This design comes from an exercise in tuning for small area, a short achievable clock period and few clock cycles on the open sky130 flow, not from production work.
RTL that was checked went through simulation tests only; none was proved equivalent to the original.
Only the layout flow was run in runs 2 to 5; the RTL was not checked for function there.
No activity file was given, so power comes from the tool's default toggle rates.

### flow/design.v
package dcache_pkg;
	localparam int ADDR_WIDTH = 16;
	localparam int DATA_WIDTH = 32;
	localparam int INDEX_WIDTH = 4;
	localparam int OFFSET_WIDTH = 2;
	localparam int LINE_WORDS = 1 << OFFSET_WIDTH;
	localparam int NUM_LINES = 1 << INDEX_WIDTH;
	localparam int TAG_WIDTH = ADDR_WIDTH - INDEX_WIDTH - OFFSET_WIDTH - 2;
	typedef logic [ADDR_WIDTH - 1 : 0] addr_t;
	typedef logic [DATA_WIDTH - 1 : 0] word_t;
	typedef logic [TAG_WIDTH - 1 : 0] tag_t;
	typedef logic [INDEX_WIDTH - 1 : 0] index_t;
	typedef logic [OFFSET_WIDTH - 1 : 0] offset_t;
	typedef logic [LINE_WORDS - 1 : 0] beat_t;
	typedef enum logic [1:0] {
		STATE_READY,
		STATE_FLUSH,
		STATE_WAIT,
		STATE_REFILL
	} dcache_state_t;
endpackage
`timescale 1ns/1ps
module dcache_top (
	input  logic               clk,
	input  logic               rst_n,
	input  logic               i_req_valid,
	input  logic               i_req_write,
	input  dcache_pkg::addr_t  i_req_addr,
	input  dcache_pkg::addr_t  i_req_addr_next,
	input  dcache_pkg::word_t  i_req_wdata,
	output logic               o_resp_valid,
	output dcache_pkg::word_t  o_resp_rdata,
	output logic               o_mem_rd_go,
	output dcache_pkg::addr_t  o_mem_rd_base,
	input  logic               i_mem_rd_done,
	input  logic               i_mem_rd_valid,
	input  dcache_pkg::word_t  i_mem_rd_data,
	output logic               o_mem_wr_go,
	output dcache_pkg::addr_t  o_mem_wr_base,
	input  logic               i_mem_wr_done,
	output logic               o_mem_wr_valid,
	output dcache_pkg::word_t  o_mem_wr_data
);
	localparam int LINES = dcache_pkg::NUM_LINES;
	localparam int WORDS = dcache_pkg::LINE_WORDS;
	localparam int DW = dcache_pkg::DATA_WIDTH;
	logic [LINES * WORDS * DW - 1 : 0] data_q;
	logic [LINES - 1 : 0][dcache_pkg::TAG_WIDTH - 1 : 0] tag_q;
	logic [LINES - 1 : 0] valid_q, dirty_q;
	logic fill_active_q;
	dcache_pkg::index_t fill_index_q;
	dcache_pkg::offset_t fill_count_q;
	dcache_pkg::beat_t fill_skip_q;
	logic wb_active_q;
	dcache_pkg::offset_t wb_count_q;
	logic [WORDS - 1 : 0][DW - 1 : 0] flush_q;
	dcache_pkg::tag_t cur_tag_q, victim_tag_q;
	dcache_pkg::index_t cur_index_q;
	dcache_pkg::offset_t cur_offset_q;
	logic cur_hit_q, cur_crit_q, cur_wpresent_q, cur_miss_q, cur_conflict_q, cur_dirty_q;
	dcache_pkg::word_t cur_rdata_q;
	logic answer, store, go, fill_beat, store_fill_line;
	dcache_pkg::beat_t fill_write;
	assign answer = i_req_valid & (i_req_write
		? (cur_wpresent_q & ~(cur_conflict_q & i_mem_rd_valid))
		: (cur_hit_q | (cur_crit_q & i_mem_rd_valid)));
	assign store = answer & i_req_write;
	assign fill_beat = i_mem_rd_valid & fill_active_q;
	assign store_fill_line = store & fill_active_q & (cur_index_q == fill_index_q);
	always_comb
	begin
		for (int p = 0; p < WORDS; p++)
			fill_write[p] = fill_beat & (fill_count_q == p) & ~fill_skip_q[p]
				& ~(store_fill_line & (cur_offset_q == p));
	end
	assign go = i_req_valid & cur_miss_q & i_mem_rd_done & (~cur_dirty_q | i_mem_wr_done);
	assign o_resp_valid = answer;
	assign o_resp_rdata = cur_crit_q ? i_mem_rd_data : cur_rdata_q;
	assign o_mem_rd_go = go;
	assign o_mem_rd_base = {cur_tag_q, cur_index_q, 4'b0000};
	assign o_mem_wr_go = go & cur_dirty_q;
	assign o_mem_wr_base = {victim_tag_q, cur_index_q, 4'b0000};
	assign o_mem_wr_valid = wb_active_q;
	assign o_mem_wr_data = flush_q[0];
	logic [WORDS - 1 : 0][DW - 1 : 0] wbus;
	always_comb
	begin
		for (int p = 0; p < WORDS; p++)
		begin
			if (fill_write[p])
				wbus[p] = i_mem_rd_data;
			else
				wbus[p] = i_req_wdata;
		end
	end
	for (genvar l = 0; l < LINES; l++)
	begin : g_line
		for (genvar p = 0; p < WORDS; p++)
		begin : g_word
			logic we;
			logic [DW - 1 : 0] word_q;
			assign we = (store && (cur_index_q == l) && (cur_offset_q == p))
				|| (fill_write[p] && (fill_index_q == l));
			always_ff @(posedge clk)
			begin
				if (we)
					word_q <= wbus[p];
			end
			assign data_q[(l * WORDS + p) * DW +: DW] = word_q;
		end
	end
	always_ff @(posedge clk)
	begin
		if (go)
			tag_q[cur_index_q] <= cur_tag_q;
	end
	always_ff @(posedge clk or negedge rst_n)
	begin
		if (!rst_n)
		begin
			valid_q <= '0;
			dirty_q <= '0;
		end
		else
		begin
			if (store)
				dirty_q[cur_index_q] <= 1'b1;
			if (go)
			begin
				valid_q[cur_index_q] <= 1'b1;
				dirty_q[cur_index_q] <= 1'b0;
			end
		end
	end
	always_ff @(posedge clk or negedge rst_n)
	begin
		if (!rst_n)
		begin
			fill_active_q <= 1'b0;
			fill_count_q <= '0;
			fill_skip_q <= '0;
			wb_active_q <= 1'b0;
			wb_count_q <= '0;
		end
		else
		begin
			if (go)
			begin
				fill_active_q <= 1'b1;
				fill_count_q <= '0;
				fill_skip_q <= '0;
			end
			else
			begin
				fill_skip_q <= skip_after;
				if (fill_beat)
				begin
					fill_count_q <= fill_count_q + 1'b1;
					if (fill_count_q == 2'd3)
						fill_active_q <= 1'b0;
				end
			end
			if (go && cur_dirty_q)
			begin
				wb_active_q <= 1'b1;
				wb_count_q <= '0;
			end
			else if (wb_active_q)
			begin
				wb_count_q <= wb_count_q + 1'b1;
				if (wb_count_q == 2'd3)
					wb_active_q <= 1'b0;
			end
		end
	end
	always_ff @(posedge clk)
	begin
		if (go)
			fill_index_q <= cur_index_q;
	end
	dcache_pkg::tag_t next_tag;
	dcache_pkg::index_t next_index;
	dcache_pkg::offset_t next_offset;
	logic [WORDS - 1 : 0][DW - 1 : 0] next_line;
	dcache_pkg::offset_t count_after;
	dcache_pkg::beat_t skip_after;
	logic active_after, present, filling, ready;
	dcache_pkg::word_t next_rdata;
	assign {next_tag, next_index, next_offset} = i_req_addr_next[dcache_pkg::ADDR_WIDTH - 1 : 2];
	always_comb
	begin
		next_line = '0;
		for (int l = 0; l < LINES; l++)
			next_line = next_line
				| (data_q[l * WORDS * DW +: WORDS * DW] & {(WORDS * DW){next_index == l}});
	end
	always_ff @(posedge clk)
	begin
		if (go && cur_dirty_q)
			flush_q <= next_line;
		else if (wb_active_q)
			flush_q <= {flush_q[WORDS - 1], flush_q[WORDS - 1 : 1]};
	end
	always_comb
	begin
		count_after = fill_count_q + fill_beat;
		active_after = fill_active_q & ~(fill_beat & (fill_count_q == 2'd3));
		present = valid_q[next_index] & (tag_q[next_index] == next_tag);
		skip_after = fill_skip_q
			| ({WORDS{store_fill_line}} & (4'b0001 << cur_offset_q));
		filling = active_after & (fill_index_q == next_index);
		ready = ~filling | (next_offset < count_after) | skip_after[next_offset];
		if (store && (cur_index_q == next_index) && (cur_offset_q == next_offset))
			next_rdata = i_req_wdata;
		else if (fill_write[next_offset] && (fill_index_q == next_index))
			next_rdata = i_mem_rd_data;
		else
			next_rdata = next_line[next_offset];
	end
	always_ff @(posedge clk)
	begin
		cur_tag_q <= next_tag;
		cur_index_q <= next_index;
		cur_offset_q <= next_offset;
		victim_tag_q <= tag_q[next_index];
		cur_rdata_q <= next_rdata;
	end
	always_ff @(posedge clk or negedge rst_n)
	begin
		if (!rst_n)
		begin
			cur_hit_q <= 1'b0;
			cur_crit_q <= 1'b0;
			cur_wpresent_q <= 1'b0;
			cur_miss_q <= 1'b0;
			cur_conflict_q <= 1'b0;
			cur_dirty_q <= 1'b0;
		end
		else if (go)
		begin
			cur_hit_q <= 1'b0;
			cur_crit_q <= (cur_offset_q == 2'd0);
			cur_wpresent_q <= 1'b1;
			cur_miss_q <= 1'b0;
			cur_conflict_q <= 1'b0;
			cur_dirty_q <= 1'b0;
		end
		else
		begin
			cur_hit_q <= present & ready;
			cur_crit_q <= present & ~ready & (next_offset == count_after);
			cur_wpresent_q <= present;
			cur_miss_q <= ~present;
			cur_conflict_q <= active_after & (count_after == next_offset)
				& (fill_index_q != next_index) & ~skip_after[next_offset];
			cur_dirty_q <= valid_q[next_index]
				& (dirty_q[next_index] | (store & (cur_index_q == next_index)));
		end
	end
endmodule
### flow/constraint.sdc
create_clock -name core_clock -period 7.5 [get_ports {clk}]
set_input_delay 1.5000 -clock core_clock [delete_from_list [all_inputs] [get_ports {clk}]]
set_output_delay 1.5000 -clock core_clock [all_outputs]
set_load 0.01 [all_outputs]
### flow/run.sh
#!/bin/bash
# synth_recipe.tcl (not shown) runs the flow's synth.tcl, then flattens the netlist and writes it again
# the make line also repeats each setting of config.mk as NAME=value (left out here)
make -C /OpenROAD-flow-scripts/flow DESIGN_CONFIG=/design/flow/config.mk WORK_HOME=/design/flow/orfs CLKGATE_MAP_FILE= SYNTH_SCRIPT=/design/flow/synth_recipe.tcl finish
### flow/config.mk
export PLATFORM = sky130hd
export DESIGN_NAME = dcache_top
export DESIGN_NICKNAME = dcache_top
export VERILOG_FILES = /design/flow/design.v
export SDC_FILE = /design/flow/constraint.sdc
export NUM_CORES = 4
export LEC_CHECK = 0
export ABC_CLOCK_PERIOD_IN_PS = 3500
export CAP_MARGIN = 20
export CORE_MARGIN = 2
export CORE_UTILIZATION = 40
export SETUP_SLACK_MARGIN = 4.0
export SLEW_MARGIN = 20
==> flow_summary.toml, run 1 <==
[run_status]
status = "timing/DRC/antenna clean"

[global_route]
overflow = 0
grt_usage = 0.308
grt_first_pass_wirelength_um = 501000
grt_max_degree = 97
grt_pass1_vias = 57500
grt_antenna_before_repair = 31

[logic_synthesis]
ys_types = 95
synth_edf_count = 2308
synth_area_leaders = "edfxtp_1, a22oi_1, mux2_2, nand2_1, dfrtp_1"
synth-main-ff-cell = "edfxtp_1"
synthCells = 5658
yosys_warnings = 1
yosysTopAreaCell = "edfxtp_1"
synth-seq-cells = 2410
synth.avg_cell_area_um2 = 16.7
async_reset_ff_frac = 0.0199
netlist_area_um2 = 94400
synth_top_area_share = 0.734
ys_seq_area_frac = 0.759

[power_and_ir_drop]
vdd_drop_max_mv = 0.234
power.density_nw_per_um2 = 276
power_mw = 30.8
leakage_nw = 36.1

[drt]
drc = 0
routed_wl_um = 380000
wl_per_cell_um = 40.4
drt_pass1_iterations = 9
drt-initial-drc-count = 11900
avgViaCountPerCell = 6.66
final_antenna_net_count = 0
vias = 62700

[timing]
skew_ns = 0.0813
rsz0062_at_grt = "yes"
relSlewSlack = 0.190
period_needed_ns = 3.85
setup_tns_ns = 0
period_share = 0.514
tightest_slew_ns = 1.21
slew_viol_final = 0
setup-violations-final = 0
hold_violations = 0
max_freq_ghz = 0.259

[finish]
nNetsFinal = 6170
layout_commonest_cell = "edfxtp_1"
drive_gt1_frac = 0.220
area_growth_pct = 18.3
fillers = 19700
layout_common_cells = "edfxtp_1, a22oi_1, nand2_1"

[clocking]
cts.sinks = 2410
tritoncts = "done"
path_clk_slew_ns = 0.06
clk_latency_ns = 0.93
cts_htree_levels = 4
clockBufferDepth = 3
postCtsHoldBufs = 0
cts-root-buf = "clkbuf_16"
cts_buffers = 234

[setup_path]
worstPathRequired_ns = 6.00
end_kind = "output port"
crit_fanout = 5
worst_setup_path_start_kind = "flip-flop"
slowest_delay_ns = 0.40
critPathArrivalTime_ns = 2.35
crit_buf_inv = 5
slowest_stage = "dfrtp_2"
crit_family = "buffers and inverters"
crit_type = "reg2out"
worstPathCellList = "buf_12, buf_16, buf_12, buf_6, mux2_2, buf_6"

[placed_design]
place_hpwl_um = 211000
gp_congestion = 0.927
port-buffer-count = 176

[floorplan]
die_h_um = 490
initial_utilization = 0.402
io_pins = 203
num_rows = 178
dieWidth_um = 490
die_area_um2 = 240000
core_um2 = 235000

[min_path]
hold_class = "reg2reg"

[run]
drv_cap = 0
[state kept, by name, summed over array words and instances, names as in the netlist, 2 cells and up]
signal / cells
cur_offset_q: 2
victim_tag_q: 8
cur_rdata_q: 32
wb_count_q: 2
cur_index_q: 4
fill_index_q: 4
g_line.g_word.word_q: 2048
fill_skip_q: 4
dirty_q: 16
tag_q: 128
valid_q: 16
cur_tag_q: 8
fill_count_q: 2
flush_q: 128
[cell type report]
type | count | area (um2) | area share
multi-input cells | 2820 | 22500 | 0.202
well taps | 3150 | 3940 | 0.0353
clock inverters | 147 | 1330 | 0.0119
clock buffers | 286 | 6080 | 0.0544
flip-flops and latches | 2410 | 71600 | 0.641
repair buffers | 566 | 6050 | 0.0542
diodes | 21 | 52.6 | 0.000471
inverters | 21 | 109 | 0.000975
[metal layers]
metal,GRT usage,part of all wire,wire length (um),up-vias
li1,-,-,-,24000
met1,0.405,0.35,132000,32000
met2,0.454,0.43,165000,5590
met3,0.0876,0.15,56200,1101
met4,0.187,0.069,26400,6
met5,0.00483,0.00048,182,-
[worst reg2reg max path, stage by stage (launching register included)]
cell and delay (ns):
edfxtp_1 0.59, xor2_1 0.36, nor3_2 0.13, and2_4 0.21, a21oi_2 0.42, nand3_4 0.39, o22ai_4 0.46, buf_6 0.45
[metrics by stage]
| step | hold WS [ns] | instances | area (um2) | setup slack (ns) | util |
|---|---|---|---|---|---|
| finish | 0.462 | 9421 | 112000 | 3.65 | 0.475 |
| CTS | 0.463 | 9363 | 111000 | 3.53 | 0.472 |
| floorplan | 0.423 | 5665 | 95600 | 3.42 | - |
| detailed placement | 0.449 | 8801 | 101000 | 1.95 | 0.431 |
| global placement | 0.444 | 8800 | 101000 | 1.90 | 0.431 |
| global route | 0.479 | 9403 | 112000 | 3.63 | 0.475 |
[kinds of logic after synthesis]
kind of cell	Yosys count	synth area share
and+or+nand+nor	866	0.0444
muxes	423	0.0541
DFF	2410	0.759
adders and majority gates	14	0.00186
AOI/OAI and AO/OA	1474	0.115
xor gates and xnor gates	22	0.00204
buffers and inverters	448	0.0242
other	1	0.0000397
[Yosys cell counts (60+ instances only)]
cell,n
mux2i_1,99
a222oi_1,73
a221oi_1,71
nand3_1,115
nand2_1,331
mux2_2,277
a22o_1,127
o21ai_0,214
buf_4,83
edfxtp_1,2308
nor3_1,60
a21oi_1,69
buf_2,160
nand4_1,67
nor2_1,151
clkbuf_1,135
a22oi_1,566
o22ai_1,114
[power breakdown]
group / total, mW / switching, mW / internal, mW
clock network: 11.5 / 5.18 / 6.35
registers: 15.8 / 0.157 / 15.6
logic: 3.49 / 2.51 / 0.983
[worst paths after layout]
path	from	endpoint	slack (ns)	depth (start not counted)
max	cur_crit_q	o_resp_rdata[29]	3.65	6
min	valid_q[10]	valid_q[10]	0.46	1
max reg2reg	fill_index_q[0]	g_line[12].g_word[2].word_q[9]	4.00	7
min reg2reg	valid_q[10]	valid_q[10]	0.46	1
max in group asynchronous	rst_n	fill_skip_q[2]	6.28	2
min in group asynchronous	rst_n	cur_dirty_q	0.71	2
[repair_timing]
action / in CTS / in global routing
gates cloned: 24 / 5
setup buffers: 105 / 32
pin swaps: 35 / 12
resized for setup: 487 / 155
endpoints found under the setup margin: 4009 / 2573
Testbench counts, summed over its fixed seeds: cycles 13,249.
==> inputs of run 2 (changes only) <==
--- a/flow/design.v
+++ b/flow/design.v
@@ -53,7 +53,7 @@
 	dcache_pkg::beat_t fill_skip_q;
 	logic wb_active_q;
 	dcache_pkg::offset_t wb_count_q;
-	logic [WORDS - 1 : 0][DW - 1 : 0] flush_q;
+	logic [WORDS - 2 : 0][DW - 1 : 0] flush_q;
 	dcache_pkg::tag_t cur_tag_q, victim_tag_q;
 	dcache_pkg::index_t cur_index_q;
 	dcache_pkg::offset_t cur_offset_q;
@@ -81,7 +81,7 @@
 	assign o_mem_wr_go = go & cur_dirty_q;
 	assign o_mem_wr_base = {victim_tag_q, cur_index_q, 4'b0000};
 	assign o_mem_wr_valid = wb_active_q;
-	assign o_mem_wr_data = flush_q[0];
+	assign o_mem_wr_data = (wb_count_q == 2'd0) ? cur_rdata_q : flush_q[0];
 	logic [WORDS - 1 : 0][DW - 1 : 0] wbus;
 	always_comb
 	begin
@@ -197,9 +197,9 @@
 	always_ff @(posedge clk)
 	begin
 		if (go && cur_dirty_q)
-			flush_q <= next_line;
-		else if (wb_active_q)
-			flush_q <= {flush_q[WORDS - 1], flush_q[WORDS - 1 : 1]};
+			flush_q <= next_line[WORDS - 1 : 1];
+		else if (wb_active_q && (wb_count_q != 2'd0))
+			flush_q <= {flush_q[WORDS - 2], flush_q[WORDS - 2 : 1]};
 	end
 	always_comb
 	begin
@@ -223,7 +223,10 @@
 		cur_index_q <= next_index;
 		cur_offset_q <= next_offset;
 		victim_tag_q <= tag_q[next_index];
-		cur_rdata_q <= next_rdata;
+		if (go && cur_dirty_q)
+			cur_rdata_q <= next_line[0];
+		else
+			cur_rdata_q <= next_rdata;
 	end
 	always_ff @(posedge clk or negedge rst_n)
 	begin
==> flow/flow/run.sh (new file) <==
#!/bin/bash
# The standard layout, with two changes to the resizer's freedom: the ports get plain
# buffers (buf_2) instead of the delay cells buffer_ports picks by default, and cell sizing
# may change a cell's footprint, so a port buffer on a critical path can be sized up.
# make's full output goes to make_finish.log; ORFS keeps each step's log under orfs/logs.
set -euo pipefail
bash standard.sh MATCH_CELL_FOOTPRINT=0 \
	"BUFFER_PORTS_ARGS=-buffer_cell sky130_fd_sc_hd__buf_2" \
	finish > make_finish.log 2>&1
==> flow/standard.sh (new file) <==
#!/bin/bash
# synth_recipe.tcl (not shown) runs the flow's synth.tcl, then flattens the netlist and writes it again
# the make line also repeats each setting of config.mk as NAME=value (left out here)
make -C /OpenROAD-flow-scripts/flow DESIGN_CONFIG=/design/flow/config.mk WORK_HOME=/design/flow/orfs CLKGATE_MAP_FILE= SYNTH_SCRIPT=/design/flow/synth_recipe.tcl "${@:-finish}"
--- a/flow/config.mk
+++ b/flow/config.mk
@@ -5,7 +5,6 @@
 export SDC_FILE = /design/flow/constraint.sdc
 export NUM_CORES = 4
 export LEC_CHECK = 0
-export ABC_CLOCK_PERIOD_IN_PS = 3500
 export CAP_MARGIN = 20
 export CORE_MARGIN = 2
 export CORE_UTILIZATION = 40
removed: flow/run.sh
==> flow_summary.toml, run 2 <==
[timing]
max_freq_ghz = 0.247
relSlewSlack = 0.101
slew_viol_final = 0
period_share = 0.540
skew_ns = 0.0462
setup-violations-final = 0
rsz0062_at_grt = "yes"
setup_tns_ns = 0
hold_violations = 0
period_needed_ns = 4.05
layout_setup_ws_ns = 3.45
tightest_slew_ns = 1.35

[logic_synthesis]
ys_types = 85
synth_edf_count = 2276
synth-main-ff-cell = "edfxtp_1"
ys_seq_area_frac = 0.759
yosysMostFrequentCell = "edfxtp_1"
synthCells = 5784
netlist_area_um2 = 93000
yosys_warnings = 1
synth.avg_cell_area_um2 = 16.1
synth_commonest_cells = "edfxtp_1, a22oi_1, nand2_1"
synth_top_area_share = 0.735
yosysTopAreaCell = "edfxtp_1"
synth-seq-cells = 2378
synth_area_leaders = "edfxtp_1, a22oi_1, nand2_1, mux2_2, a22o_1"
async_reset_ff_frac = 0.0202

[drt]
drc = 0
wl_per_cell_um = 40.8
final_antenna_net_count = 0
drt-initial-drc-count = 12800
avgViaCountPerCell = 6.79
vias = 64400
drt_pass1_iterations = 8
routed_wl_um = 387000

[run_status]
status = "timing/DRC/antenna clean"

[min_path]
hold_end = "valid_q[0]"
hold_start = "valid_q[0]"
hold_class = "reg2reg"
holdPathStages = 1

[floorplan]
die_area_um2 = 236000
die_h_um = 486
num_rows = 177
core_um2 = 232000
dieWidth_um = 486
initial_utilization = 0.401
io_pins = 203

[setup_path]
r2r_end = "cur_rdata_q[23]"
worstPathRequired_ns = 6.00
r2r_start = "fill_index_q[0]"
ff2ff_setup_slack_ns = 3.99
worstRegToRegCells = 9
end_kind = "output port"
crit_fanout = 2
worst_setup_path_start_kind = "primary input"
crit_type = "in2out"
critPathArrivalTime_ns = 2.55

[finish]
layout_common_cells = "edfxtp_1, a22oi_1, nand2_1"
area_growth_pct = 19.2
nNetsFinal = 6325
drive_gt1_frac = 0.222
instances_no_fill = 9489
regMostFlops = "g_line.g_word.word_q"
design_area_um2 = 111000
top_regs = "g_line.g_word.word_q (2048), tag_q (128), flush_q (96)"
layout_commonest_cell = "edfxtp_1"
largest_reg_flops = 2048

[clocking]
postCtsHoldBufs = 0
cts_buffers = 227
cts_htree_levels = 4
tritoncts = "done"
clk_latency_ns = 0.93
clockBufferDepth = 3
cts.sinks = 2378
cts-root-buf = "clkbuf_16"
path_clk_slew_ns = 0.06

[placed_design]
placed_area_um2 = 99100
gp_congestion = 0.963
dp_slack_ns = 2.07
port-buffer-count = 176
place_hpwl_um = 210000
dp.cells = 8823

[global_route]
grt_max_degree = 86
grt_usage = 0.313
grt_first_pass_wirelength_um = 505000
overflow = 0
grt_pass1_vias = 58800
grt_antenna_before_repair = 35

[power_and_ir_drop]
swShare = 0.261
vdd_drop_max_mv = 0.237
intPower_mw = 23.2
power_mw = 31.4
pwr-share-comb = 0.133
pwr-share-seq = 0.499
leakage_nw = 36.4
p_switching_mw = 8.19
power_frac_clock = 0.369
power.density_nw_per_um2 = 283

[run]
drv_cap = 0
-- run 2: cell count changes after synthesis, sizes merged, moves of 20 or more --
cell / before / now
a22o: 127 / 147
a22oi: 566 / 693
buf: 292 / 231
clkbuf: 135 / 178
edfxtp: 2308 / 2276
mux2: 283 / 197
mux2i: 100 / 58
nand2: 331 / 612
o21ai: 219 / 164
o22ai: 114 / 76
-- run 2: cell type report --
class / count / area, um2
sequential: 2378 / 70600
timing repair inverter: 2 / 20.0
antenna: 44 / 110
clock buffer: 281 / 6000
multi-input combinational: 2991 / 22800
tap: 3043 / 3810
fill: 19300 / 121000
clock inverter: 143 / 1420
inverter: 22 / 139
timing repair buffer: 585 / 5960
-- run 2: how the worst max path moves through the flow --
stage                                  start     endpoint  depth (start not counted)
after floorplan                i_mem_wr_done  o_mem_rd_go                          5
after global placement    i_req_addr_next[7]  flush_q[30]                          8
after detailed placement  i_req_addr_next[5]  flush_q[13]                          9
after CTS                      i_mem_wr_done  o_mem_wr_go                          7
after global routing           i_mem_wr_done  o_mem_wr_go                          7
final                          i_mem_wr_done  o_mem_wr_go                          7
-- run 2: power by group through the flow --
stage                     clock network (mW)  logic [mW]  registers [mW]
after detailed placement                   0        3.24            15.9
after CTS                               11.6        3.86            15.7
after floorplan                            0        1.74            15.9
after global placement                     0        3.17            15.9
after global routing                    12.1        4.20            15.7
final                                   11.6        4.17            15.7
-- run 2: critical path, stage by stage --
cell and delay, ns:
buf_6 0.07, nand2b_4 0.10, nand4_1 0.26, bufinv_16 0.31, nand2_8 0.10, clkinv_16 0.10
buf_6 0.11
-- run 2: routing by layer --
layer / global-route usage / vias to the layer above / routed length [um]
met5: 0 / - / 109
met3: 0.102 / 1526 / 58400
met1: 0.389 / 32400 / 128000
met2: 0.461 / 6069 / 167000
met4: 0.221 / 16 / 32500
li1: - / 24400 / -
-- run 2: through the flow --
step | utilization | hold slack [ns]
after floorplan | - | 0.423
final | 0.478 | 0.464
after detailed placement | 0.427 | 0.453
after global routing | 0.478 | 0.477
after CTS | 0.474 | 0.465
after global placement | 0.427 | 0.435
-- run 2: logic make-up after synthesis --
logic type | count (synthesis) | share of synthesized area
buffers and inverters | 431 | 0.0210
adder cells (fa/ha/maj) | 15 | 0.00202
multiplexers | 288 | 0.0381
flip-flops | 2378 | 0.759
other | 1 | 0.0000403
AND/OR/NAND/NOR | 1159 | 0.0572
XOR/XNOR | 25 | 0.00235
AO/OA/AOI/OAI | 1487 | 0.120
-- run 2: repair_timing --
action / 4_1_cts / 5_1_grt
pin swaps: 64 / 19
cloned: 31 / 11
endpoints found under the setup margin: 4323 / 2083
setup buffers: 127 / 29
resized for setup: 380 / 86
==> inputs of run 3 (changes only) <==
--- a/flow/design.v
+++ b/flow/design.v
@@ -53,17 +53,17 @@
 	dcache_pkg::beat_t fill_skip_q;
 	logic wb_active_q;
 	dcache_pkg::offset_t wb_count_q;
-	logic [WORDS - 2 : 0][DW - 1 : 0] flush_q;
+	logic [WORDS - 1 : 0][DW - 1 : 0] flush_q;
 	dcache_pkg::tag_t cur_tag_q, victim_tag_q;
 	dcache_pkg::index_t cur_index_q;
 	dcache_pkg::offset_t cur_offset_q;
-	logic cur_hit_q, cur_crit_q, cur_wpresent_q, cur_miss_q, cur_conflict_q, cur_dirty_q;
+	logic cur_hit_q, cur_hitc_q, cur_wp_q, cur_wpnc_q, cur_crit_q, cur_mc_q, cur_md_q;
 	dcache_pkg::word_t cur_rdata_q;
-	logic answer, store, go, fill_beat, store_fill_line;
+	logic answer, store, go, wr_go, fill_beat, store_fill_line;
 	dcache_pkg::beat_t fill_write;
-	assign answer = i_req_valid & (i_req_write
-		? (cur_wpresent_q & ~(cur_conflict_q & i_mem_rd_valid))
-		: (cur_hit_q | (cur_crit_q & i_mem_rd_valid)));
+	assign answer = i_req_valid & (i_mem_rd_valid
+		? (i_req_write ? cur_wpnc_q : cur_hitc_q)
+		: (i_req_write ? cur_wp_q : cur_hit_q));
 	assign store = answer & i_req_write;
 	assign fill_beat = i_mem_rd_valid & fill_active_q;
 	assign store_fill_line = store & fill_active_q & (cur_index_q == fill_index_q);
@@ -73,15 +73,16 @@
 			fill_write[p] = fill_beat & (fill_count_q == p) & ~fill_skip_q[p]
 				& ~(store_fill_line & (cur_offset_q == p));
 	end
-	assign go = i_req_valid & cur_miss_q & i_mem_rd_done & (~cur_dirty_q | i_mem_wr_done);
+	assign go = i_req_valid & i_mem_rd_done & (cur_mc_q | (cur_md_q & i_mem_wr_done));
 	assign o_resp_valid = answer;
 	assign o_resp_rdata = cur_crit_q ? i_mem_rd_data : cur_rdata_q;
 	assign o_mem_rd_go = go;
 	assign o_mem_rd_base = {cur_tag_q, cur_index_q, 4'b0000};
-	assign o_mem_wr_go = go & cur_dirty_q;
+	assign wr_go = i_req_valid & i_mem_rd_done & i_mem_wr_done & cur_md_q;
+	assign o_mem_wr_go = wr_go;
 	assign o_mem_wr_base = {victim_tag_q, cur_index_q, 4'b0000};
 	assign o_mem_wr_valid = wb_active_q;
-	assign o_mem_wr_data = (wb_count_q == 2'd0) ? cur_rdata_q : flush_q[0];
+	assign o_mem_wr_data = flush_q[0];
 	logic [WORDS - 1 : 0][DW - 1 : 0] wbus;
 	always_comb
 	begin
@@ -160,7 +161,7 @@
 						fill_active_q <= 1'b0;
 				end
 			end
-			if (go && cur_dirty_q)
+			if (wr_go)
 			begin
 				wb_active_q <= 1'b1;
 				wb_count_q <= '0;
@@ -175,7 +176,7 @@
 	end
 	always_ff @(posedge clk)
 	begin
-		if (go)
+		if (!fill_active_q)
 			fill_index_q <= cur_index_q;
 	end
 	dcache_pkg::tag_t next_tag;
@@ -196,10 +197,10 @@
 	end
 	always_ff @(posedge clk)
 	begin
-		if (go && cur_dirty_q)
-			flush_q <= next_line[WORDS - 1 : 1];
-		else if (wb_active_q && (wb_count_q != 2'd0))
-			flush_q <= {flush_q[WORDS - 2], flush_q[WORDS - 2 : 1]};
+		if (!wb_active_q)
+			flush_q <= next_line;
+		else
+			flush_q <= {flush_q[WORDS - 1], flush_q[WORDS - 1 : 1]};
 	end
 	always_comb
 	begin
@@ -223,41 +224,37 @@
 		cur_index_q <= next_index;
 		cur_offset_q <= next_offset;
 		victim_tag_q <= tag_q[next_index];
-		if (go && cur_dirty_q)
-			cur_rdata_q <= next_line[0];
-		else
-			cur_rdata_q <= next_rdata;
-	end
-	always_ff @(posedge clk or negedge rst_n)
-	begin
-		if (!rst_n)
+		cur_rdata_q <= next_rdata;
+	end
+	logic conflict, dirty_after;
+	always_comb
+	begin
+		conflict = active_after & (count_after == next_offset)
+			& (fill_index_q != next_index) & ~skip_after[next_offset];
+		dirty_after = valid_q[next_index]
+			& (dirty_q[next_index] | (store & (cur_index_q == next_index)));
+	end
+	always_ff @(posedge clk)
+	begin
+		if (go)
 		begin
 			cur_hit_q <= 1'b0;
-			cur_crit_q <= 1'b0;
-			cur_wpresent_q <= 1'b0;
-			cur_miss_q <= 1'b0;
-			cur_conflict_q <= 1'b0;
-			cur_dirty_q <= 1'b0;
-		end
-		else if (go)
-		begin
-			cur_hit_q <= 1'b0;
+			cur_hitc_q <= (cur_offset_q == 2'd0);
+			cur_wp_q <= 1'b1;
+			cur_wpnc_q <= 1'b1;
 			cur_crit_q <= (cur_offset_q == 2'd0);
-			cur_wpresent_q <= 1'b1;
-			cur_miss_q <= 1'b0;
-			cur_conflict_q <= 1'b0;
-			cur_dirty_q <= 1'b0;
+			cur_mc_q <= 1'b0;
+			cur_md_q <= 1'b0;
 		end
 		else
 		begin
 			cur_hit_q <= present & ready;
+			cur_hitc_q <= present & (ready | (next_offset == count_after));
+			cur_wp_q <= present;
+			cur_wpnc_q <= present & ~conflict;
 			cur_crit_q <= present & ~ready & (next_offset == count_after);
-			cur_wpresent_q <= present;
-			cur_miss_q <= ~present;
-			cur_conflict_q <= active_after & (count_after == next_offset)
-				& (fill_index_q != next_index) & ~skip_after[next_offset];
-			cur_dirty_q <= valid_q[next_index]
-				& (dirty_q[next_index] | (store & (cur_index_q == next_index)));
+			cur_mc_q <= ~present & ~dirty_after;
+			cur_md_q <= ~present & dirty_after;
 		end
 	end
 endmodule
==> flow_summary.toml, run 3 <==
[run_status]
status = "timing/DRC/antenna clean"

[logic_synthesis]
synth-seq-cells = 2411
ys_types = 94
ys_seq_area_frac = 0.754
synth_commonest_cells = "edfxtp_1, a22oi_1, mux2_2"
synth_top_area_share = 0.709
yosysTopAreaCell = "edfxtp_1"
netlist_area_um2 = 93600
yosysMostFrequentCell = "edfxtp_1"
synth-main-ff-cell = "edfxtp_1"
synthCells = 5668
synth_edf_count = 2212
yosys_warnings = 1
synth_area_leaders = "edfxtp_1, a22oi_1, mux2_2, dfxtp_1, mux4_2"
synth.avg_cell_area_um2 = 16.5
async_reset_ff_frac = 0.0174

[setup_path]
r2r_start = "cur_index_q[1]"
worstRegToRegCells = 10
slowest_delay_ns = 0.47
r2r_end = "cur_rdata_q[17]"
critPathArrivalTime_ns = 2.31
worst_setup_path_start_kind = "primary input"
crit_family = "multiplexers"
ff2ff_setup_slack_ns = 4.08
cp_common_cell = "buf_6"
slowest_stage = "mux4_2"
crit_type = "in2out"
worstPathRequired_ns = 6.00
worstPathCellList = "buf_6, mux4_2, and2_4, buf_6"
crit_buf_inv = 2
crit_fanout = 2
critical_path_depth = 4
end_kind = "output port"

[timing]
setup_tns_ns = 0
hold_ws_ns = 0.436
layout_setup_ws_ns = 3.69
tightest_slew_ns = 1.17
skew_ns = 0.0491
max_freq_ghz = 0.263
rsz0062_at_grt = "yes"
period_share = 0.507
setup-violations-final = 0
slew_viol_final = 0
relSlewSlack = 0.222
hold_violations = 0
period_needed_ns = 3.81

[floorplan]
die_h_um = 488
dieWidth_um = 488
die_area_um2 = 238000
num_rows = 177
initial_utilization = 0.402
core_um2 = 233000
io_pins = 203

[min_path]
holdPathStages = 2
hold_class = "reg2reg"
hold_end = "flush_q[62]"
hold_start = "flush_q[94]"

[placed_design]
dp_slack_ns = 2.04
placed_area_um2 = 99600
dp.cells = 8789
place_hpwl_um = 204000
port-buffer-count = 176
gp_congestion = 0.867

[drt]
avgViaCountPerCell = 6.65
drt_pass1_iterations = 7
drc = 0
routed_wl_um = 375000
vias = 62400
drt-initial-drc-count = 12100
final_antenna_net_count = 0
wl_per_cell_um = 40.0

[finish]
multi_input_area_um2 = 22400
layout_common_cells = "edfxtp_1, a22oi_1, nand2_1"
instances_no_fill = 9376
layout_commonest_cell = "edfxtp_1"
regArea_um2 = 70600
top_regs = "g_line.g_word.word_q (2048), flush_q (128), tag_q (128)"
largest_reg_flops = 2048
fillers = 19700
design_area_um2 = 110000
regMostFlops = "g_line.g_word.word_q"
drive_gt1_frac = 0.230
post-route-util = 0.472
area_growth_pct = 17.3
nNetsFinal = 6137

[clocking]
tritoncts = "done"
cts_htree_levels = 4
cts.sinks = 2411
clockBufferDepth = 3
path_clk_slew_ns = 0.06
postCtsHoldBufs = 0
cts_buffers = 228
clk_latency_ns = 0.87
cts-root-buf = "clkbuf_16"

[power_and_ir_drop]
power_mw = 31.2
leakage_nw = 35.9
vdd_drop_max_mv = 0.215
power.density_nw_per_um2 = 284

[global_route]
grt_usage = 0.307
grt_max_degree = 102
grt_antenna_before_repair = 23
grt_first_pass_wirelength_um = 496000
grt_pass1_vias = 56900
overflow = 0

[run]
drv_cap = 0
[run 3: changes by cell type after synthesis, moves of 32 or more]
| cell | before | now |
|---|---|---|
| nand2_1 | 612 | 287 |
| dfxtp_1 | 54 | 157 |
| mux2_2 | 197 | 299 |
| a22oi_1 | 693 | 593 |
| a21oi_1 | 57 | 148 |
| edfxtp_1 | 2276 | 2212 |
| clkbuf_1 | 177 | 126 |
| buf_4 | 30 | 73 |
| nor2_1 | 149 | 187 |
| inv_1 | 19 | 51 |
[run 3: how the worst max path moves through the flow]
stage	slack (ns)	end	from
floorplan	3.63	o_mem_rd_go	i_mem_wr_done
global placement	2.05	cur_rdata_q[26]	i_req_addr_next[6]
detailed placement	2.04	cur_rdata_q[17]	i_req_addr_next[6]
CTS	3.63	cur_rdata_q[17]	i_req_addr_next[6]
global route	3.66	o_resp_valid	i_req_write
finish	3.69	o_resp_valid	i_req_write
[run 3: layer usage]
| metal | share of wire | global-route usage | vias to the layer above | wire [um] |
|---|---|---|---|---|
| met4 | 0.055 | 0.138 | 24 | 20600 |
| met3 | 0.16 | 0.0993 | 980 | 58900 |
| met2 | 0.43 | 0.448 | 5681 | 161000 |
| met1 | 0.36 | 0.416 | 31900 | 135000 |
| li1 | - | - | 23800 | - |
| met5 | 0.00043 | 0 | - | 161 |
[run 3: layout make-up]
type / instances / area share
Timing Repair Buffer: 522 / 0.0462
Multi-Input combinational cell: 2801 / 0.204
Antenna cell: 24 / 0.000547
Clock buffer: 337 / 0.0587
Inverter: 56 / 0.00204
Sequential cell: 2411 / 0.643
Tap cell: 3132 / 0.0357
Clock inverter: 93 / 0.00935
[run 3: worst register-to-register path, delay by kind of cell, from the launching register on]
kind / cells / cell delay (ns)
AOI/OAI and AO/OA: 4 / 0.93
xor gates and xnor gates: 1 / 0.19
buffers and inverters: 3 / 1.13
DFF: 1 / 0.68
and+or+nand+nor: 2 / 0.32
[run 3: cell families (layout without fill, tap and decap cells)]
group,after synthesis,after routing,synth area share
DFF,2411,2411,0.754
and+or+nand+nor,888,894,0.0475
muxes,442,442,0.0593
buffers and inverters,469,1008,0.0246
xor gates and xnor gates,24,24,0.00224
AOI/OAI and AO/OA,1419,1419,0.110
other,1,32,0.0000401
adders and majority gates,14,14,0.00187
[run 3: repair_timing]
| item | 4_1_cts | 5_1_grt |
|---|---|---|
| setup buffers | 101 | 7 |
| pin swaps | 38 | 9 |
| cloned | 19 | 5 |
| resized for setup | 234 | 54 |
| setup endpoints to repair | 1135 | 499 |
[run 3: power breakdown]
part / leakage [nW] / internal, mW / total (mW) / switching (mW)
Sequential: 21.9 / 15.7 / 15.9 / 0.210
Clock: 3.63 / 6.51 / 11.6 / 5.13
Combinational: 10.4 / 1.02 / 3.60 / 2.58
==> inputs of run 4 (changes only) <==
--- a/flow/design.v
+++ b/flow/design.v
@@ -77,10 +77,10 @@
 	assign o_resp_valid = answer;
 	assign o_resp_rdata = cur_crit_q ? i_mem_rd_data : cur_rdata_q;
 	assign o_mem_rd_go = go;
-	assign o_mem_rd_base = {cur_tag_q, cur_index_q, 4'b0000};
+	assign o_mem_rd_base = {i_req_addr[dcache_pkg::ADDR_WIDTH - 1 : 4], 4'b0000};
 	assign wr_go = i_req_valid & i_mem_rd_done & i_mem_wr_done & cur_md_q;
 	assign o_mem_wr_go = wr_go;
-	assign o_mem_wr_base = {victim_tag_q, cur_index_q, 4'b0000};
+	assign o_mem_wr_base = {victim_tag_q, i_req_addr[7 : 4], 4'b0000};
 	assign o_mem_wr_valid = wb_active_q;
 	assign o_mem_wr_data = flush_q[0];
 	logic [WORDS - 1 : 0][DW - 1 : 0] wbus;
==> flow_summary.toml, run 4 <==
[placed_design]
gp_congestion = 0.876
dp.cells = 8757
placed_area_um2 = 99600
place_hpwl_um = 199000
port-buffer-count = 160
dp_slack_ns = 1.99

[clocking]
tritoncts = "done"
cts.sinks = 2411
clk_latency_ns = 0.90
postCtsHoldBufs = 0
cts-root-buf = "clkbuf_16"
path_clk_slew_ns = 0.06
cts_htree_levels = 4
cts_buffers = 231
clockBufferDepth = 3

[logic_synthesis]
synth_commonest_cells = "edfxtp_1, a22oi_1, mux2_2"
ys_types = 94
yosysMostFrequentCell = "edfxtp_1"
ys_seq_area_frac = 0.753
async_reset_ff_frac = 0.0174
netlist_area_um2 = 93700
synth_edf_count = 2212
synth_top_area_share = 0.709
yosysTopAreaCell = "edfxtp_1"
synth-seq-cells = 2411
synthCells = 5680
synth.avg_cell_area_um2 = 16.5
synth-main-ff-cell = "edfxtp_1"
yosys_warnings = 1
synth_area_leaders = "edfxtp_1, a22oi_1, mux2_2, dfxtp_1, mux4_2"

[setup_path]
end_kind = "output port"
critPathArrivalTime_ns = 2.30
worst_setup_path_start_kind = "primary input"
worstPathCellList = "buf_8, mux4_2, and2_4, buf_6"
worstPathRequired_ns = 6.00
crit_type = "in2out"
slowest_stage = "mux4_2"
crit_fanout = 2
slowest_delay_ns = 0.47

[timing]
relSlewSlack = 0.244
period_needed_ns = 3.80
period_share = 0.507
skew_ns = 0.0740
layout_setup_ws_ns = 3.70
tightest_slew_ns = 1.13
max_freq_ghz = 0.263
rsz0062_at_grt = "yes"
setup_tns_ns = 0
hold_violations = 0
setup-violations-final = 0
slew_viol_final = 0

[finish]
area_growth_pct = 17.1
design_area_um2 = 110000
layout_commonest_cell = "edfxtp_1"
fillers = 19700
layout_common_cells = "edfxtp_1, a22oi_1, nand2_1"
drive_gt1_frac = 0.227
nNetsFinal = 6083
largest_reg_flops = 2048
instances_no_fill = 9325
regMostFlops = "g_line.g_word.word_q"
top_regs = "g_line.g_word.word_q (2048), flush_q (128), tag_q (128)"

[floorplan]
num_rows = 177
dieWidth_um = 488
die_h_um = 488
io_pins = 203
initial_utilization = 0.403
core_um2 = 233000
die_area_um2 = 238000

[drt]
final_antenna_net_count = 0
avgViaCountPerCell = 6.59
vias = 61500
routed_wl_um = 369000
drc = 0
drt-initial-drc-count = 11600
drt_pass1_iterations = 8
wl_per_cell_um = 39.6

[run_status]
status = "timing/DRC/antenna clean"

[min_path]
hold_class = "reg2reg"

[power_and_ir_drop]
vdd_drop_max_mv = 0.246
power.density_nw_per_um2 = 288
leakage_nw = 35.7
power_mw = 31.6

[global_route]
grt_first_pass_wirelength_um = 493000
top_usage_layer = "met2"
met2_usage = 0.445
grt_max_degree = 85
grt_use_met3 = 0.0909
overflow = 0
grt_pass1_vias = 57000
grt_usage = 0.304
grtUsageMet1 = 0.408
grt_antenna_before_repair = 31

[run]
drv_cap = 0
-- run 4: area by class of cell --
cell class              count  area [um2]  area share
repair buffers            462        4540      0.0414
repair inverters            2        10.0   0.0000912
diodes                     20        50.0    0.000456
multi-input cells        2802       22500       0.205
flip-flops and latches   2411       70600       0.644
inverters                  56         224     0.00204
clock buffers             288        6170      0.0562
well taps                3132        3920      0.0357
clock inverters           152        1690      0.0154
-- run 4: cells by family (layout without fill, tap and decap cells) --
kind of cell	after synthesis	after routing	share of synthesized area
adder cells (fa/ha/maj)	14	14	0.00187
multiplexers	442	442	0.0592
buffers and inverters	481	960	0.0255
other	1	28	0.0000400
AND/OR/NAND/NOR	888	895	0.0475
XOR/XNOR	24	24	0.00224
AO/OA/AOI/OAI	1419	1419	0.110
flip-flops	2411	2411	0.753
-- run 4: path summary, 6_finish.rpt --
check | slack (ns) | startpoint | to | depth (start not counted)
setup reg to reg | 4.08 | cur_index_q[2] | g_line[13].g_word[2].word_q[13] | 9
min in group asynchronous | 0.53 | rst_n | wb_count_q[1] | 1
hold reg to reg | 0.44 | flush_q[94] | flush_q[62] | 2
hold / removal | 0.44 | flush_q[94] | flush_q[62] | 2
max in group asynchronous | 6.49 | rst_n | dirty_q[7] | 2
setup / recovery | 3.70 | i_req_write | o_resp_valid | 4
-- run 4: repair_timing --
action	4_1_cts	5_1_grt
pin swaps	34	7
cloned	18	0
buffers inserted	83	6
resized for setup	205	46
setup endpoints to repair	2411	454
-- run 4: worst max-delay path: cells and delay by family --
kind	cells	cell delay [ns]
buf+inv	2	0.18
mux	1	0.47
simple gates	1	0.15
-- run 4: metal layers --
| layer | vias up | share of wire |
|---|---|---|
| li1 | 23700 | - |
| met1 | 31700 | 0.36 |
| met2 | 5123 | 0.43 |
| met3 | 961 | 0.14 |
| met4 | 38 | 0.059 |
| met5 | - | 0.00064 |
-- run 4: stage by stage --
stage | hold WS (ns) | utilization
2_1_floorplan | 0.405 | -
3_3_place_gp | 0.431 | 0.427
3_5_place_dp | 0.429 | 0.428
4_1_cts | 0.438 | 0.470
5_1_grt | 0.453 | 0.471
6_report | 0.435 | 0.472
-- run 4: power breakdown --
part           switching [mW]  internal, mW
Combinational            2.58          1.02
Sequential              0.210          15.7
Clock                    5.28          6.83
Total                    8.07          23.6
==> inputs of run 5 (changes only) <==
--- a/flow/config.mk
+++ b/flow/config.mk
@@ -8,5 +8,7 @@
 export CAP_MARGIN = 20
 export CORE_MARGIN = 2
 export CORE_UTILIZATION = 40
+export CTS_CLUSTER_DIAMETER = 100
+export CTS_CLUSTER_SIZE = 30
 export SETUP_SLACK_MARGIN = 4.0
 export SLEW_MARGIN = 20
==> flow_summary.toml, run 5 <==
[logic_synthesis]
synth_top_area_share = 0.709
synthCells = 5680
netlist_area_um2 = 93700
synth.avg_cell_area_um2 = 16.5
yosysTopAreaCell = "edfxtp_1"
ys_seq_area_frac = 0.753
synth-seq-cells = 2411
async_reset_ff_frac = 0.0174
synth-main-ff-cell = "edfxtp_1"
synth_edf_count = 2212
ys_types = 94
yosysMostFrequentCell = "edfxtp_1"
yosys_warnings = 1
synth_commonest_cells = "edfxtp_1, a22oi_1, mux2_2"
synth_area_leaders = "edfxtp_1, a22oi_1, mux2_2, dfxtp_1, mux4_2"

[finish]
largest_reg_flops = 2048
layout_common_cells = "edfxtp_1, a22oi_1, nand2_1"
fillers = 20100
nNetsFinal = 5968
drive_gt1_frac = 0.200
regMostFlops = "g_line.g_word.word_q"
top_regs = "g_line.g_word.word_q (2048), flush_q (128), tag_q (128)"
layout_commonest_cell = "edfxtp_1"
area_growth_pct = 12.2

[run_status]
status = "timing/DRC/antenna clean"

[power_and_ir_drop]
power_frac_clock = 0.254
swShare = 0.266
pwr-share-seq = 0.607
pwr-share-comb = 0.138
vdd_drop_max_mv = 0.220
power.density_nw_per_um2 = 249
p_switching_mw = 6.96
intPower_mw = 19.2
leakage_nw = 33.4

[floorplan]
die_h_um = 488
die_area_um2 = 238000
initial_utilization = 0.403
num_rows = 177
io_pins = 203
dieWidth_um = 488
core_um2 = 233000

[timing]
hold_ws_ns = 0.442
setup-violations-final = 0
rsz0062_at_grt = "yes"
period_share = 0.507
hold_violations = 0
skew_ns = 0.0414
period_needed_ns = 3.80
tightest_slew_ns = 1.12
setup_tns_ns = 0
slew_viol_final = 0
max_freq_ghz = 0.263
relSlewSlack = 0.252

[global_route]
met2_usage = 0.443
grt_use_met3 = 0.0824
overflow = 0
top_usage_layer = "met2"
grtUsageMet1 = 0.409
grt_pass1_vias = 55500
grt_antenna_before_repair = 20
grt_usage = 0.301
grt_max_degree = 85
grt_first_pass_wirelength_um = 487000

[drt]
drc = 0
routed_wl_um = 367000
vias = 61100
drt_pass1_iterations = 8
final_antenna_net_count = 0
wl_per_cell_um = 40.4
avgViaCountPerCell = 6.72
drt-initial-drc-count = 11600

[clocking]
cts.sinks = 2411
postCtsHoldBufs = 0
clk_latency_ns = 0.79
path_clk_slew_ns = 0.10
cts_htree_levels = 3
cts-root-buf = "clkbuf_16"
cts_buffers = 93
tritoncts = "done"
clockBufferDepth = 3

[min_path]
hold_class = "reg2reg"
hold_start = "flush_q[94]"
holdPathStages = 2
hold_end = "flush_q[62]"

[placed_design]
place_hpwl_um = 199000
gp_congestion = 0.876
port-buffer-count = 160

[setup_path]
worst_setup_path_start_kind = "primary input"
worstPathCellList = "buf_8, mux4_2, and2_4, buf_6"
startpoint = "i_req_write"
end_kind = "output port"
slowest_stage = "mux4_2"
crit_type = "in2out"
critPathArrivalTime_ns = 2.30
crit_buf_inv = 2
ff2ff_setup_slack_ns = 4.15
worstPathRequired_ns = 6.00
r2r_end = "g_line[4].g_word[0].word_q[16]"
slowest_delay_ns = 0.47
crit_family = "multiplexers"
crit_fanout = 2
worstRegToRegCells = 5
r2r_start = "cur_offset_q[1]"

[run]
drv_cap = 0
-- run 5: cell counts after synthesis --
Identical to the previous run, type by type.
-- run 5: repair_timing --
| action | 4_1_cts | 5_1_grt |
|---|---|---|
| setup endpoints to repair | 2824 | 1015 |
| cloned | 20 | 1 |
| hold endpoints to repair | 0 | 0 |
| pin swaps | 35 | 15 |
| setup buffers | 92 | 18 |
| resized for setup | 264 | 52 |
-- run 5: stage by stage --
| step | cell area, um2 | instances | util | total power, mW | setup slack (ns) |
|---|---|---|---|---|---|
| 2_1_floorplan | 95000 | 5687 | - | 18.0 | 3.63 |
| 3_3_place_gp | 99400 | 8750 | 0.427 | 19.4 | 1.97 |
| 3_5_place_dp | 99600 | 8757 | 0.428 | 19.4 | 1.99 |
| 4_1_cts | 105000 | 9042 | 0.450 | 26.0 | 3.49 |
| 5_1_grt | 105000 | 9065 | 0.452 | 26.7 | 3.65 |
| 6_report | 105000 | 9084 | 0.452 | 26.2 | 3.70 |
-- run 5: worst max path at each step --
stage / end / slack (ns) / depth (start not counted)
finish: o_resp_valid / 3.70 / 4
global route: o_mem_rd_go / 3.65 / 5
CTS: o_mem_rd_go / 3.49 / 5
detailed placement: cur_rdata_q[1] / 1.99 / 8
global placement: cur_rdata_q[1] / 1.97 / 8
floorplan: o_mem_rd_go / 3.63 / 4
-- run 5: worst reg2reg max path, delay by kind of cell (launching register included) --
| kind | cells | cell delay [ns] |
|---|---|---|
| AOI/OAI and AO/OA | 2 | 0.76 |
| and+or+nand+nor | 1 | 0.90 |
| DFF | 1 | 0.50 |
| buffers and inverters | 2 | 0.83 |
-- run 5: layout make-up --
| type | instances | area, um2 | area share |
|---|---|---|---|
| tap | 3132 | 3920 | 0.0373 |
| timing repair buffer | 485 | 4950 | 0.0471 |
| clock inverter | 14 | 216 | 0.00206 |
| antenna | 23 | 57.6 | 0.000547 |
| multi-input combinational | 2802 | 22600 | 0.215 |
| timing repair inverter | 2 | 10.0 | 0.0000952 |
| inverter | 56 | 228 | 0.00217 |
| clock buffer | 159 | 2600 | 0.0247 |
| sequential | 2411 | 70600 | 0.672 |
-- run 5: power groups by stage --
| stage | Clock, mW | Combinational, mW | Sequential [mW] |
|---|---|---|---|
| 4_1_cts | 6.64 | 3.48 | 15.9 |
| 2_1_floorplan | 0 | 1.93 | 16.1 |
| 3_5_place_dp | 0 | 3.24 | 16.2 |
| 6_report | 6.66 | 3.62 | 15.9 |
| 5_1_grt | 7.07 | 3.71 | 16.0 |
| 3_3_place_gp | 0 | 3.18 | 16.2 |
-- run 5: metal layers --
| metal | vias up | part of all wire | routed length (um) |
|---|---|---|---|
| met3 | 923 | 0.14 | 50900 |
| met1 | 31700 | 0.37 | 135000 |
| li1 | 23300 | - | - |
| met5 | - | 0.00039 | 144 |
| met4 | 24 | 0.060 | 21900 |
| met2 | 5126 | 0.43 | 159000 |
-- run 5: logic make-up (layout without fill, tap and decap cells) --
kind of cell / Yosys count / in the layout / share of synthesized area
AO/OA/AOI/OAI: 1419 / 1419 / 0.110
XOR/XNOR: 24 / 24 / 0.00224
adder cells (fa/ha/maj): 14 / 14 / 0.00187
flip-flops: 2411 / 2411 / 0.753
other: 1 / 31 / 0.0000400
AND/OR/NAND/NOR: 888 / 895 / 0.0475
multiplexers: 442 / 442 / 0.0592
buffers and inverters: 481 / 716 / 0.0255
==> inputs of run 6 (changes only) <==
--- a/flow/design.v
+++ b/flow/design.v
@@ -61,9 +61,11 @@
 	dcache_pkg::word_t cur_rdata_q;
 	logic answer, store, go, wr_go, fill_beat, store_fill_line;
 	dcache_pkg::beat_t fill_write;
-	assign answer = i_req_valid & (i_mem_rd_valid
-		? (i_req_write ? cur_wpnc_q : cur_hitc_q)
-		: (i_req_write ? cur_wp_q : cur_hit_q));
+	assign answer = i_req_valid & (
+		(~i_req_write & cur_hit_q)
+		| (~i_req_write & i_mem_rd_valid & cur_hitc_q)
+		| (i_req_write & cur_wpnc_q)
+		| (i_req_write & ~i_mem_rd_valid & cur_wp_q));
 	assign store = answer & i_req_write;
 	assign fill_beat = i_mem_rd_valid & fill_active_q;
 	assign store_fill_line = store & fill_active_q & (cur_index_q == fill_index_q);
--- a/flow/config.mk
+++ b/flow/config.mk
@@ -8,7 +8,5 @@
 export CAP_MARGIN = 20
 export CORE_MARGIN = 2
 export CORE_UTILIZATION = 40
-export CTS_CLUSTER_DIAMETER = 100
-export CTS_CLUSTER_SIZE = 30
 export SETUP_SLACK_MARGIN = 4.0
 export SLEW_MARGIN = 20
==> flow_summary.toml, run 6 <==
[setup_path]
worstRegToRegCells = 8
worst_setup_path_start_kind = "flip-flop"
crit_type = "reg2out"
critPathArrivalTime_ns = 2.20
startpoint = "cur_crit_q"
r2r_start = "cur_index_q[2]"
worstPathRequired_ns = 6.00
crit_fanout = 6
end_kind = "output port"

[logic_synthesis]
synth_commonest_cells = "edfxtp_1, a22oi_1, nand2_1"
async_reset_ff_frac = 0.0174
ys_seq_area_frac = 0.751
yosysMostFrequentCell = "edfxtp_1"
yosys_warnings = 1
netlist_area_um2 = 94100
synth.avg_cell_area_um2 = 15.9
synth-seq-cells = 2411
synthCells = 5927
yosysTopAreaCell = "edfxtp_1"
synth_top_area_share = 0.706
synth-main-ff-cell = "edfxtp_1"
ys_types = 96
synth_area_leaders = "edfxtp_1, a22oi_1, dfxtp_1, mux2_2, nand2_1"
synth_edf_count = 2212

[timing]
hold_violations = 0
period_needed_ns = 3.70
setup-violations-final = 0
slew_viol_final = 0
max_freq_ghz = 0.270
relSlewSlack = 0.153
rsz0062_at_grt = "yes"
setup_tns_ns = 0
skew_ns = 0.0700
tightest_slew_ns = 1.26
period_share = 0.494

[placed_design]
port-buffer-count = 160
gp_congestion = 0.958
dp.cells = 9032
place_hpwl_um = 223000

[floorplan]
die_area_um2 = 239000
num_rows = 178
core_um2 = 235000
die_h_um = 489
initial_utilization = 0.401
io_pins = 203
dieWidth_um = 489

[run]
drv_cap = 0

[power_and_ir_drop]
swShare = 0.270
pwr-share-comb = 0.132
vdd_drop_max_mv = 0.222
power.density_nw_per_um2 = 292
intPower_mw = 23.7
power_frac_clock = 0.366
p_switching_mw = 8.75
leakage_nw = 36.7
pwr-share-seq = 0.502

[clocking]
cts_buffers = 231
tritoncts = "done"
cts-root-buf = "clkbuf_16"
cts_htree_levels = 4
clk_latency_ns = 0.93
postCtsHoldBufs = 0
path_clk_slew_ns = 0.07
cts.sinks = 2411
clockBufferDepth = 3

[min_path]
hold_class = "reg2reg"
holdPathStages = 2
hold_start = "flush_q[65]"

[drt]
drc = 0
drt-initial-drc-count = 12400
wl_per_cell_um = 40.7
avgViaCountPerCell = 6.63
drt_pass1_iterations = 8
vias = 63900
final_antenna_net_count = 0
routed_wl_um = 392000

[finish]
layout_common_cells = "edfxtp_1, a22oi_1, nand2_1"
drive_gt1_frac = 0.224
top_regs = "g_line.g_word.word_q (2048), flush_q (128), tag_q (128)"
regMostFlops = "g_line.g_word.word_q"
instances_no_fill = 9637
largest_reg_flops = 2048
layout_commonest_cell = "edfxtp_1"
nNetsFinal = 6381
area_growth_pct = 18.1

[global_route]
grt_max_degree = 79
grt_first_pass_wirelength_um = 514000
overflow = 0
grt_pass1_vias = 58500
grt_usage = 0.318
grt_antenna_before_repair = 34

[run_status]
status = "timing/DRC/antenna clean"
[run 6: cell types whose count changed after synthesis, sizes merged, moves of 36 or more]
cell / delta
a22o: +36
a22oi: +74
clkbuf: +42
mux2: -87
nand2: +280
o21ai: -65
[run 6: what timing repair did]
| item | CTS | global route |
|---|---|---|
| setup endpoints to repair | 3474 | 1442 |
| buffers inserted | 73 | 48 |
| gates resized for setup | 242 | 184 |
| pin swaps | 20 | 17 |
| gates cloned | 21 | 7 |
[run 6: critical path, cell delays in order (launching register included)]
cell	delay, ns
dfxtp_4	0.48
buf_12	0.23
mux2_4	0.41
buf_6	0.15
[run 6: power by group through the flow]
stage	Combinational [mW]	Sequential [mW]	Clock, mW
6_report	4.29	16.3	11.9
3_5_place_dp	3.76	16.5	0
2_1_floorplan	2.12	16.4	0
4_1_cts	3.97	16.3	11.8
5_1_grt	4.35	16.3	12.3
3_3_place_gp	3.68	16.5	0
[run 6: per-layer routing]
| metal | track usage | share of wire | up-vias |
|---|---|---|---|
| met5 | 0.00463 | 0.0010 | - |
| met2 | 0.469 | 0.43 | 5712 |
| met1 | 0.401 | 0.34 | 32300 |
| met4 | 0.199 | 0.075 | 34 |
| met3 | 0.109 | 0.15 | 1205 |
| li1 | - | - | 24600 |
[run 6: kinds of logic (layout without fill, tap and decap cells)]
group,Yosys count,in the layout,synth area share
fa+ha+maj,14,14,0.00186
xor+xnor,29,29,0.00270
mux,307,307,0.0408
simple gates,1150,1154,0.0574
other cells,1,25,0.0000399
compound gates,1500,1500,0.120
buf+inv,515,1047,0.0268
flops,2411,2411,0.751
[run 6: worst paths after layout]
path                                             endpoint  slack, ns
max in group asynchronous                     wb_active_q       6.29
min                                           flush_q[33]       0.43
min reg2reg                                   flush_q[33]       0.43
max                                       o_resp_rdata[2]       3.80
min in group asynchronous                  fill_skip_q[3]       0.66
max reg2reg                g_line[8].g_word[0].word_q[19]       4.09
[run 6: area by class of cell]
type | count | area (um2)
clock buffers | 279 | 6060
multi-input cells | 3012 | 23100
well taps | 3150 | 3940
repair inverters | 3 | 33.8
flip-flops and latches | 2411 | 70600
inverters | 52 | 226
fillers | 19800 | 123000
repair buffers | 553 | 5530
clock inverters | 160 | 1580
diodes | 17 | 42.5
[run 6: per-stage QoR]
step | util | power [mW] | setup WS (ns) | hold WS, ns | area [um2]
after global routing | 0.474 | 33.0 | 3.74 | 0.448 | 111000
after floorplan | - | 18.5 | 3.64 | 0.403 | 95100
final | 0.474 | 32.4 | 3.80 | 0.430 | 111000
after detailed placement | 0.427 | 20.3 | 2.07 | 0.435 | 100000
after CTS | 0.469 | 32.1 | 3.79 | 0.434 | 110000
after global placement | 0.427 | 20.2 | 2.07 | 0.429 | 100000
Testbench counts of run 6, summed over its fixed seeds: cycles 13,249.
==> inputs of run 7 (changes only) <==
--- a/flow/config.mk
+++ b/flow/config.mk
@@ -8,5 +8,7 @@
 export CAP_MARGIN = 20
 export CORE_MARGIN = 2
 export CORE_UTILIZATION = 40
+export CTS_CLUSTER_DIAMETER = 60
+export CTS_CLUSTER_SIZE = 24
 export SETUP_SLACK_MARGIN = 4.0
 export SLEW_MARGIN = 20
==> flow_summary.toml, run 7 <==
[finish]
layout_common_cells = "edfxtp_1, a22oi_1, nand2_1"
nNetsFinal = 6308
area_growth_pct = 15.8
drive_gt1_frac = 0.215
design_area_um2 = 109000
largest_reg_flops = 2048
top_regs = "g_line.g_word.word_q (2048), flush_q (128), tag_q (128)"
regMostFlops = "g_line.g_word.word_q"
post-route-util = 0.464
fillers = 19900
layout_commonest_cell = "edfxtp_1"
instances_no_fill = 9500

[placed_design]
dp_slack_ns = 2.07
placed_area_um2 = 100000
dp.cells = 9032
place_hpwl_um = 223000
port-buffer-count = 160
gp_congestion = 0.958

[floorplan]
dieWidth_um = 489
io_pins = 203
initial_utilization = 0.401
core_um2 = 235000
die_area_um2 = 239000
num_rows = 178
die_h_um = 489

[timing]
layout_setup_ws_ns = 3.78
rsz0062_at_grt = "yes"
period_needed_ns = 3.72
setup-violations-final = 0
tightest_slew_ns = 1.29
relSlewSlack = 0.136
hold_ws_ns = 0.451
setup_tns_ns = 0
period_share = 0.496
hold_violations = 0
slew_viol_final = 0
max_freq_ghz = 0.269
skew_ns = 0.0577

[clocking]
cts_buffers = 152
tritoncts = "done"
postCtsHoldBufs = 0
cts-root-buf = "clkbuf_16"
cts_htree_levels = 4
clk_latency_ns = 0.89
path_clk_slew_ns = 0.09
clockBufferDepth = 3
cts.sinks = 2411

[logic_synthesis]
synthCells = 5927
ys_types = 96
netlist_area_um2 = 94100
synth_area_leaders = "edfxtp_1, a22oi_1, dfxtp_1, mux2_2, nand2_1"
synth-main-ff-cell = "edfxtp_1"
synth.avg_cell_area_um2 = 15.9
yosysTopAreaCell = "edfxtp_1"
async_reset_ff_frac = 0.0174
ys_seq_area_frac = 0.751
synth-seq-cells = 2411
synth_edf_count = 2212
yosysMostFrequentCell = "edfxtp_1"
synth_top_area_share = 0.706
yosys_warnings = 1
synth_commonest_cells = "edfxtp_1, a22oi_1, nand2_1"

[global_route]
grt_pass1_vias = 57700
grt_use_met3 = 0.106
top_usage_layer = "met2"
grt_usage = 0.320
grtUsageMet1 = 0.405
grt_first_pass_wirelength_um = 515000
grt_max_degree = 79
grt_antenna_before_repair = 36
met2_usage = 0.468
overflow = 0

[power_and_ir_drop]
vdd_drop_max_mv = 0.214
leakage_nw = 35.5
power.density_nw_per_um2 = 272
power_mw = 29.7

[drt]
wl_per_cell_um = 41.4
drt-initial-drc-count = 12500
drt_pass1_iterations = 8
vias = 63700
routed_wl_um = 394000
avgViaCountPerCell = 6.71
final_antenna_net_count = 0
drc = 0

[setup_path]
r2r_end = "tag_q[104]"
critPathArrivalTime_ns = 2.22
ff2ff_setup_slack_ns = 3.91
worstPathCellList = "buf_12, nor2b_4, nor2_4, a21oi_4, buf_6"
worst_setup_path_start_kind = "primary input"
worstRegToRegCells = 7
crit_fanout = 4
end_kind = "output port"
crit_type = "in2out"
r2r_start = "cur_index_q[0]"
slowest_delay_ns = 0.24
slowest_stage = "a21oi_4"
crit_family = "buffers and inverters"
startpoint = "i_mem_rd_valid"
crit_buf_inv = 2
worstPathRequired_ns = 6.00

[min_path]
hold_end = "flush_q[36]"
holdPathStages = 2
hold_start = "flush_q[68]"
hold_class = "reg2reg"

[run_status]
status = "timing/DRC/antenna clean"

[run]
drv_cap = 0
==> run 7: cell types whose count changed in the layout (fill, tap and decap cells not counted), sizes merged <==
cell / previous run / this run
clkinvlp: 7 / 5
buf: 530 / 532
clkinv: 121 / 39
inv: 64 / 106
diode: 17 / 34
clkbuf: 302 / 210
bufinv: 23 / 1
==> run 7: cell families (layout without fill, tap and decap cells) <==
logic type / count (synthesis) / count (layout) / share of synthesized area
AND/OR/NAND/NOR: 1150 / 1154 / 0.0574
other: 1 / 42 / 0.0000399
XOR/XNOR: 29 / 29 / 0.00270
AO/OA/AOI/OAI: 1500 / 1500 / 0.120
adder cells (fa/ha/maj): 14 / 14 / 0.00186
multiplexers: 307 / 307 / 0.0408
flip-flops: 2411 / 2411 / 0.751
buffers and inverters: 515 / 893 / 0.0268
==> run 7: where the power goes <==
part | internal [mW] | switching (mW) | leakage, nW
clock | 4.15 | 4.97 | 2.47
combinational | 1.07 | 3.24 | 11.2
sequential | 16.0 | 0.241 | 21.9
==> run 7: area by class of cell <==
| cell class | count | area (um2) | area share |
|---|---|---|---|
| flip-flops and latches | 2411 | 70600 | 0.649 |
| multi-input cells | 3012 | 23100 | 0.212 |
| repair buffers | 559 | 5790 | 0.0532 |
| clock buffers | 183 | 4060 | 0.0373 |
| well taps | 3150 | 3940 | 0.0362 |
| clock inverters | 96 | 1040 | 0.00954 |
| inverters | 52 | 226 | 0.00208 |
| diodes | 34 | 85.1 | 0.000781 |
| repair inverters | 3 | 33.8 | 0.000310 |
==> run 7: worst register-to-register path, cell delays in order (launching register included) <==
cell,delay (ns)
dfxtp_1,0.71
inv_1,0.21
ha_1,0.45
o21bai_1,0.25
a21oi_1,0.45
nand3_1,0.30
nor2_1,0.79
a22o_1,0.28
==> run 7: worst max-delay path by stage <==
stage | end | slack (ns) | cells after the start
final | o_resp_valid | 3.78 | 5
after global routing | tag_q[45] | 3.74 | 7
after CTS | o_resp_valid | 3.80 | 5
after detailed placement | cur_rdata_q[0] | 2.07 | 12
after global placement | cur_rdata_q[17] | 2.07 | 11
after floorplan | o_mem_rd_go | 3.64 | 6
==> run 7: layer usage <==
metal	routed length, um	part of all wire
met5	409	0.0010
met3	60000	0.15
met4	29500	0.075
met2	169000	0.43
met1	134000	0.34
==> run 7: timing repair <==
item / CTS / global route
buffers inserted: 96 / 26
pin swaps: 30 / 22
resized for setup: 379 / 105
setup endpoints to repair: 3578 / 1214
gates cloned: 29 / 4

==> re-timing with driven ports <==
The results above use ideal ports. As a check the final layouts listed here were re-extracted and re-timed, cells and wires unchanged.
Step 1 assumes that a clkbuf_16 drives the clock port and a buf_2 every other input.
Step 2, shift: input delay + t, output delay - t, t = (earliest + latest rising clock arrival at the registers) / 2. This alone moves slack from input paths to output paths.
Three values: ideal ports, drivers, drivers and shift; two values: the first two.
| run | shift t [ns] | slack for setup (ns) | worst setup path after step 2 | slew at the worst register clock pin (ns) | worst data-port slew with drivers (ns) |
|---|---|---|---|---|---|
| run 1 | 0.980 | 3.646 / 3.553 / 2.699 | input to register | 0.07 / 0.07 | 0.37 |
| run 2 | 0.989 | 3.449 / 3.410 / 2.602 | input to register | 0.07 / 0.07 | 0.36 |
| run 3 | 0.953 | 3.694 / 3.636 / 2.713 | input to register | 0.07 / 0.07 | 0.37 |
| run 4 | 0.965 | 3.696 / 3.641 / 2.679 | input to register | 0.07 / 0.07 | 0.26 |
| run 5 | 0.877 | 3.696 / 3.641 / 2.860 | input to register | 0.12 / 0.12 | 0.33 |
| run 6 | 0.984 | 3.796 / 3.584 / 2.600 | input to register | 0.07 / 0.07 | 0.42 |
| run 7 | 0.945 | 3.781 / 3.539 / 2.594 | input to register | 0.10 / 0.10 | 0.41 |
After both steps setup and hold are still met in every run listed. The setup slack of run 6, which loses most, moves by -0.212 ns with the drivers and by -1.196 ns with both steps.
